Context: an optimization exercise on an open-source flow, tuned for small area, a short achievable clock period and few clock cycles per item. The choices shown serve that exercise and are no tape-out recipe. In this exercise RTL edits were held to simulation tests only and were not proved equivalent to the original. Power and IR drop assume default switching activity.

==> flow/design.v <==
module cory_vtap2 #(
  parameter int N = 8,
  parameter int W = 8
) (
  input  logic         clk,
  input  logic         reset,
  input  logic         i_a_v,
  input  logic [N-1:0] i_a_d,
  input  logic         i_a_last_x,
  input  logic         i_a_last_y,
  output logic         o_a_r,
  output logic         o_z_v,
  output logic [N-1:0] o_z_d,
  output logic [N-1:0] o_z_up,
  output logic         o_z_up_v,
  output logic         o_z_last_x,
  output logic         o_z_last_y,
  input  logic         i_z_r
);
  localparam int NG = W - 3;
  logic          step_q;           
  logic          step_d;
  logic          acc, del;
  logic         ar_q;
  logic         iv0_q, iv0_d;
  logic [N-1:0] id0_q;
  logic         ix0_q, iy0_q;
  assign o_a_r = ar_q;
  assign acc   = i_a_v & ar_q;
  assign iv0_d = (iv0_q & ~step_q) | acc;
  always_ff @(posedge clk) begin
    if (reset) begin
      ar_q  <= 1'b1;
      iv0_q <= 1'b0;
    end else begin
      ar_q  <= ~iv0_d | step_d;
      iv0_q <= iv0_d;
    end
  end
  always_ff @(posedge clk) begin
    if (ar_q) begin
      id0_q <= i_a_d; ix0_q <= i_a_last_x; iy0_q <= i_a_last_y;
    end
  end
  logic         ov0_q, ov1_q, ov1_d;
  logic [N-1:0] od0_q, ou0_q;
  logic         ouv0_q, ox0_q, oy0_q;
  logic [N-1:0] r_up;
  logic         row0_q;
  logic [N-1:0] rd;
  assign r_up = row0_q ? '0 : rd;
  assign del  = ov0_q & i_z_r;
  assign ov1_d = del ? (ov1_q & step_q) : (ov1_q | (ov0_q & step_q));
  always_ff @(posedge clk) begin
    if (reset) begin
      ov0_q <= 1'b0;
      ov1_q <= 1'b0;
    end else begin
      ov0_q <= del ? (ov1_q | step_q) : (ov0_q | step_q);
      ov1_q <= ov1_d;
    end
  end
  localparam int OW = 2 * N + 3;
  logic [OW-1:0] o0_q, o1_q, o_new, o0_src;
  logic          o0_ld;
  assign o_new  = {id0_q, r_up, ~row0_q, ix0_q, iy0_q};
  assign o0_ld  = del | ~ov0_q;
  assign o0_src = (del & ov1_q) ? o1_q : o_new;
  always_ff @(posedge clk) begin
    o0_q <= o0_q ^ ({OW{o0_ld}} & (o0_q ^ o0_src));
    if (del | ~ov1_q) o1_q <= o_new;
  end
  assign {od0_q, ou0_q, ouv0_q, ox0_q, oy0_q} = o0_q;
  assign o_z_v      = ov0_q;
  assign o_z_d      = od0_q;
  assign o_z_up     = ou0_q;
  assign o_z_up_v   = ouv0_q;
  assign o_z_last_x = ox0_q;
  assign o_z_last_y = oy0_q;
  logic [NG-1:0] cg_q, cg_d;       
  logic [NG-1:0] pen;              
  logic          st_q, st_d;       
  logic          ge_q, ge_d;       
  logic [NG-1:0] al_d;             
  logic [NG-1:0] rot_q, rot_d;     
  logic [N-1:0]  head [NG];
  always_comb begin
    cg_d  = cg_q;
    st_d  = st_q;
    ge_d  = ge_q;
    if (step_q) begin
      if (ix0_q) cg_d = NG'(1);
      else if (ge_q) cg_d = {cg_q[NG-2:0], cg_q[NG-1]};
      st_d = ix0_q | ge_q;
      ge_d = ~ix0_q & ~ge_q & |(cg_q & pen);
    end
    step_d = iv0_d & ~ov1_d & (~st_d | |(cg_d & al_d));
    for (int k = 0; k < NG; k++)
      rot_d[k] = (step_d & cg_d[k]) | (~al_d[k] & ~(cg_d[k] & ~st_d));
    rd = '0;
    for (int k = 0; k < NG; k++) if (cg_q[k]) rd = rd | head[k];
  end
  always_ff @(posedge clk) begin
    if (reset) begin
      cg_q   <= NG'(1);
      st_q   <= 1'b1;
      ge_q   <= 1'b0;
      row0_q <= 1'b1;
      step_q <= 1'b0;
      rot_q  <= '0;
    end else begin
      cg_q   <= cg_d;
      st_q   <= st_d;
      ge_q   <= ge_d;
      step_q <= step_d;
      rot_q  <= rot_d;
      if (step_q & ix0_q) row0_q <= iy0_q;
    end
  end
  for (genvar k = 0; k < NG; k++) begin : g_grp
    localparam int SB = (k == 0) ? 4 : k + 3;    
    localparam int S  = 1 << SB;
    logic [SB-1:0] off_q;
    logic [N-1:0]  m_q [S];
    assign al_d[k]  = rot_q[k] ? (off_q == '1) : (off_q == '0);
    assign pen[k]   = (off_q == SB'(S - 2));
    assign head[k]  = m_q[0];
    always_ff @(posedge clk) begin
      if (reset) off_q <= '0;
      else if (rot_q[k]) off_q <= off_q + 1'b1;
    end
    always_ff @(posedge clk) begin
      if (rot_q[k]) begin
        for (int i = 0; i < S - 1; i++) m_q[i] <= m_q[i+1];
        m_q[S-1] <= (step_q & cg_q[k]) ? id0_q : m_q[0];
      end
    end
  end
endmodule
clock: 3.3 ns
lec_check: 0
abc_area: 1
abc_clock_period_in_ps: 2000
cap_margin: 20
core_margin: 2
core_utilization: 40
cts_cluster_diameter: 100
cts_cluster_size: 28
setup_slack_margin: 1.5
slew_margin: 20
run.sh (not shown) runs the stock make flow with config.mk's settings and CLKGATE_MAP_FILE= SYNTH_SCRIPT=/design/flow/synth_recipe.tcl, a recipe that flattens the netlist after the stock synthesis.
The first run finished clean.
Testbench counts at the start, summed over its fixed seeds: cycles 43,876, items 43,860.
Then changed:
Settings changed: ABC_AREA 1 to not set, CTS_CLUSTER_SIZE 28 to 26, SETUP_SLACK_MARGIN 1.5 to 1.3.
Setup slack gains 0.12 ns.
Power went up by about a fifth.
Worst hold slack improved by 0.011 ns.
Synthesized cell count came out lower by a few percent.
Wire length fell by a few percent.
Final area is about the same.
Count of clock-buffer cells in the layout rose by 20.
Then changed:
Settings changed: SETUP_SLACK_MARGIN 1.3 to 1.5.
First-iteration DRC count rises by 5.7%.
Combinational power went up by 11%.
Utilization increases by 0.34 points.
Count of clock-buffer cells in the layout is unchanged.
Setup slack gets better by 0.062 ns.
Cell area is higher by 0.77%.
Wire length grows by 2.4%.
Power climbs by 0.85%.
Sequential power hardly moves.
Sequential share of layout area went down by 0.66 points.
Then changed:
Settings changed: CTS_CLUSTER_SIZE 26 to 28.
The changed run produced a clean layout.
Worst setup slack is better by 0.0076 ns.
First-iteration DRC count is lower by a few percent.
Wire length shrinks slightly.
Utilization is lower by 0.14 points.


== 06-24 ==
// cory_vtap2: RTL as listed in full above, without the edits since
==> flow/config.mk <==
export PLATFORM = sky130hd
export DESIGN_NAME = cory_vtap2
export DESIGN_NICKNAME = cory_vtap2
export VERILOG_FILES = /design/flow/design.v
export SDC_FILE = /design/flow/constraint.sdc
export NUM_CORES = 4
export LEC_CHECK = 0
export ABC_CLOCK_PERIOD_IN_PS = 2000
export CAP_MARGIN = 20
export CORE_MARGIN = 2
export CORE_UTILIZATION = 40
export CTS_CLUSTER_DIAMETER = 150
export CTS_CLUSTER_SIZE = 28
export SETUP_SLACK_MARGIN = 1.5
export SLEW_MARGIN = 20
==> flow/constraint.sdc <==
create_clock -name core_clock -period 3.3 [get_ports {clk}]
set_input_delay 0.6600 -clock core_clock [delete_from_list [all_inputs] [get_ports {clk}]]
set_output_delay 0.6600 -clock core_clock [all_outputs]
set_load 0.01 [all_outputs]
Testbench counts of 06-24, summed over its fixed seeds: cycles 43,876, items 43,860.
[inputs] 05-07 vs 06-24
Settings: a change of CTS_CLUSTER_DIAMETER from 150 to 100; an added PLACE_DENSITY of 0.85.
[summary]
05-07 does worse than 06-24 on worst setup slack. Instance area at placement essentially unchanged between 06-24 and 05-07. Re hold buffer count at CTS: no difference whatsoever between 06-24 and 05-07. Note that the clock buffer instance count of the final layout recorded for 05-07 amounts to 1.09 times the value seen in 06-24.


RTL: the design.v shown in full above, as it stands there.
clock: 3.3 ns
lec_check: 0
abc_clock_period_in_ps: 2000
cap_margin: 20
core_margin: 2
core_utilization: 40
cts_cluster_diameter: 60
cts_cluster_size: 28
setup_slack_margin: 1.5
slew_margin: 20
Testbench counts at the start, summed over its fixed seeds: cycles 43,876, items 43,860.
==> next run, changes <==
- CORE_UTILIZATION: 40 -> 70
- CTS_CLUSTER_DIAMETER: 60 -> 100
- PLACE_DENSITY: unset -> 0.85
=> Utilization is higher by 31 points; setup slack is worse by 88 ps; final area is lower by 4.2%; routed wire length is higher by 22%; global-route usage is higher by 11 points; count of clock-buffer cells in the layout is lower by 8; first-iteration DRC count is higher by 30%; sequential cell count does not change; via count is higher by 2.5%; hold slack is better by 39 ps.
==> next run, changes <==
- CORE_UTILIZATION: 70 -> 40
- CTS_CLUSTER_SIZE: 28 -> 26
- PLACE_DENSITY: 0.85 -> unset
- SETUP_SLACK_MARGIN: 1.5 -> 1.7
What happened:
- The new run went through all stages and came out clean
- cell area is higher by 2.5%
- final cell count is higher by 25%
- core utilization is lower by 32 points
- power is about the same
- clock power is about the same
- worst setup slack is better by 100 ps
- wire length is lower by 18%
==> next run, changes <==
- CTS_CLUSTER_SIZE: 26 -> 30
- SETUP_SLACK_MARGIN: 1.7 -> 1.3
Result:
- first-iteration DRC count climbs slightly
- sequential power hardly moves
- wire length drops by a few percent
- via count drops slightly
- synthesized area does not change
- final cell count drops slightly
- worst setup slack is worse by 57 ps
- power drops by a few percent
- cell area drops slightly
- worst hold slack is better by 3.5 ps
- global-route usage drops by 0.40 points
==> next run, changes <==
- SETUP_SLACK_MARGIN: 1.3 -> 1.5
Effect: The new run ran to the end with no violations; count of clock-buffer cells in the layout stays the same; die area does not change; cell area climbs by 0.72%; total power rises by 0.79%; synthesized area is unchanged; register-to-register slack improved by 50 ps; final cell count is higher by 0.52%.
==> next run, changes <==
- CTS_CLUSTER_DIAMETER: 100 -> 150
- CTS_CLUSTER_SIZE: 30 -> 24
Cell area goes up by 0.47%. Utilization is higher by 0.21 points. Register-to-register slack gets better by 80 ps.

## separate check: timing with driven ports
The results above use ideal ports. As a check the final layouts listed here were re-extracted and re-timed, cells and wires unchanged.
Step 1 assumes that a clkbuf_16 drives the clock port and a buf_2 every other input.
Step 2 adds t to the input delays and takes it off the output delays; t is the mean of the earliest and latest rising clock arrival at the registers after step 1. Input paths then give back, and output paths get back, about the clock's delay inside the block.
a / b / c = ideal ports / drivers / drivers and shift; a / b = the first two.
run	t, ns	setup WS [ns]	hold slack, ns	worst setup path at the end	worst data-port slew with drivers (ns)
the first run of note 1	0.774	1.169 / 1.092 / 0.907	0.391 / 0.391 / 0.391	input to register	0.04
the second run of note 1	0.780	1.291 / 1.279 / 0.936	0.401 / 0.401 / 0.401	input to register	0.16
the third run of note 1	0.779	1.352 / 1.275 / 0.874	0.403 / 0.403 / 0.403	input to register	0.16
the fourth run of note 1	0.768	1.360 / 1.282 / 0.881	0.411 / 0.411 / 0.411	input to register	0.16
06-24	0.773	1.366 / 1.289 / 0.853	0.408 / 0.408 / 0.408	input to register	0.16
05-07	0.783	1.166 / 1.166 / 0.733	0.395 / 0.395 / 0.395	input to register	0.24
the first run of note 3	0.802	1.346 / 1.269 / 0.888	0.364 / 0.364 / 0.364	input to register	0.15
the second run of note 3	0.746	1.258 / 1.191 / 0.745	0.403 / 0.403 / 0.403	input to register	0.12
the third run of note 3	0.778	1.358 / 1.282 / 0.931	0.401 / 0.401 / 0.401	input to register	0.16
the fourth run of note 3	0.770	1.301 / 1.283 / 0.883	0.405 / 0.405 / 0.405	input to register	0.16
the fifth run of note 3	0.770	1.347 / 1.281 / 0.882	0.404 / 0.404 / 0.404	input to register	0.16
the sixth run of note 3	0.794	1.356 / 1.278 / 0.880	0.388 / 0.388 / 0.388	input to register	0.16
After both steps setup and hold are still met in every run listed.
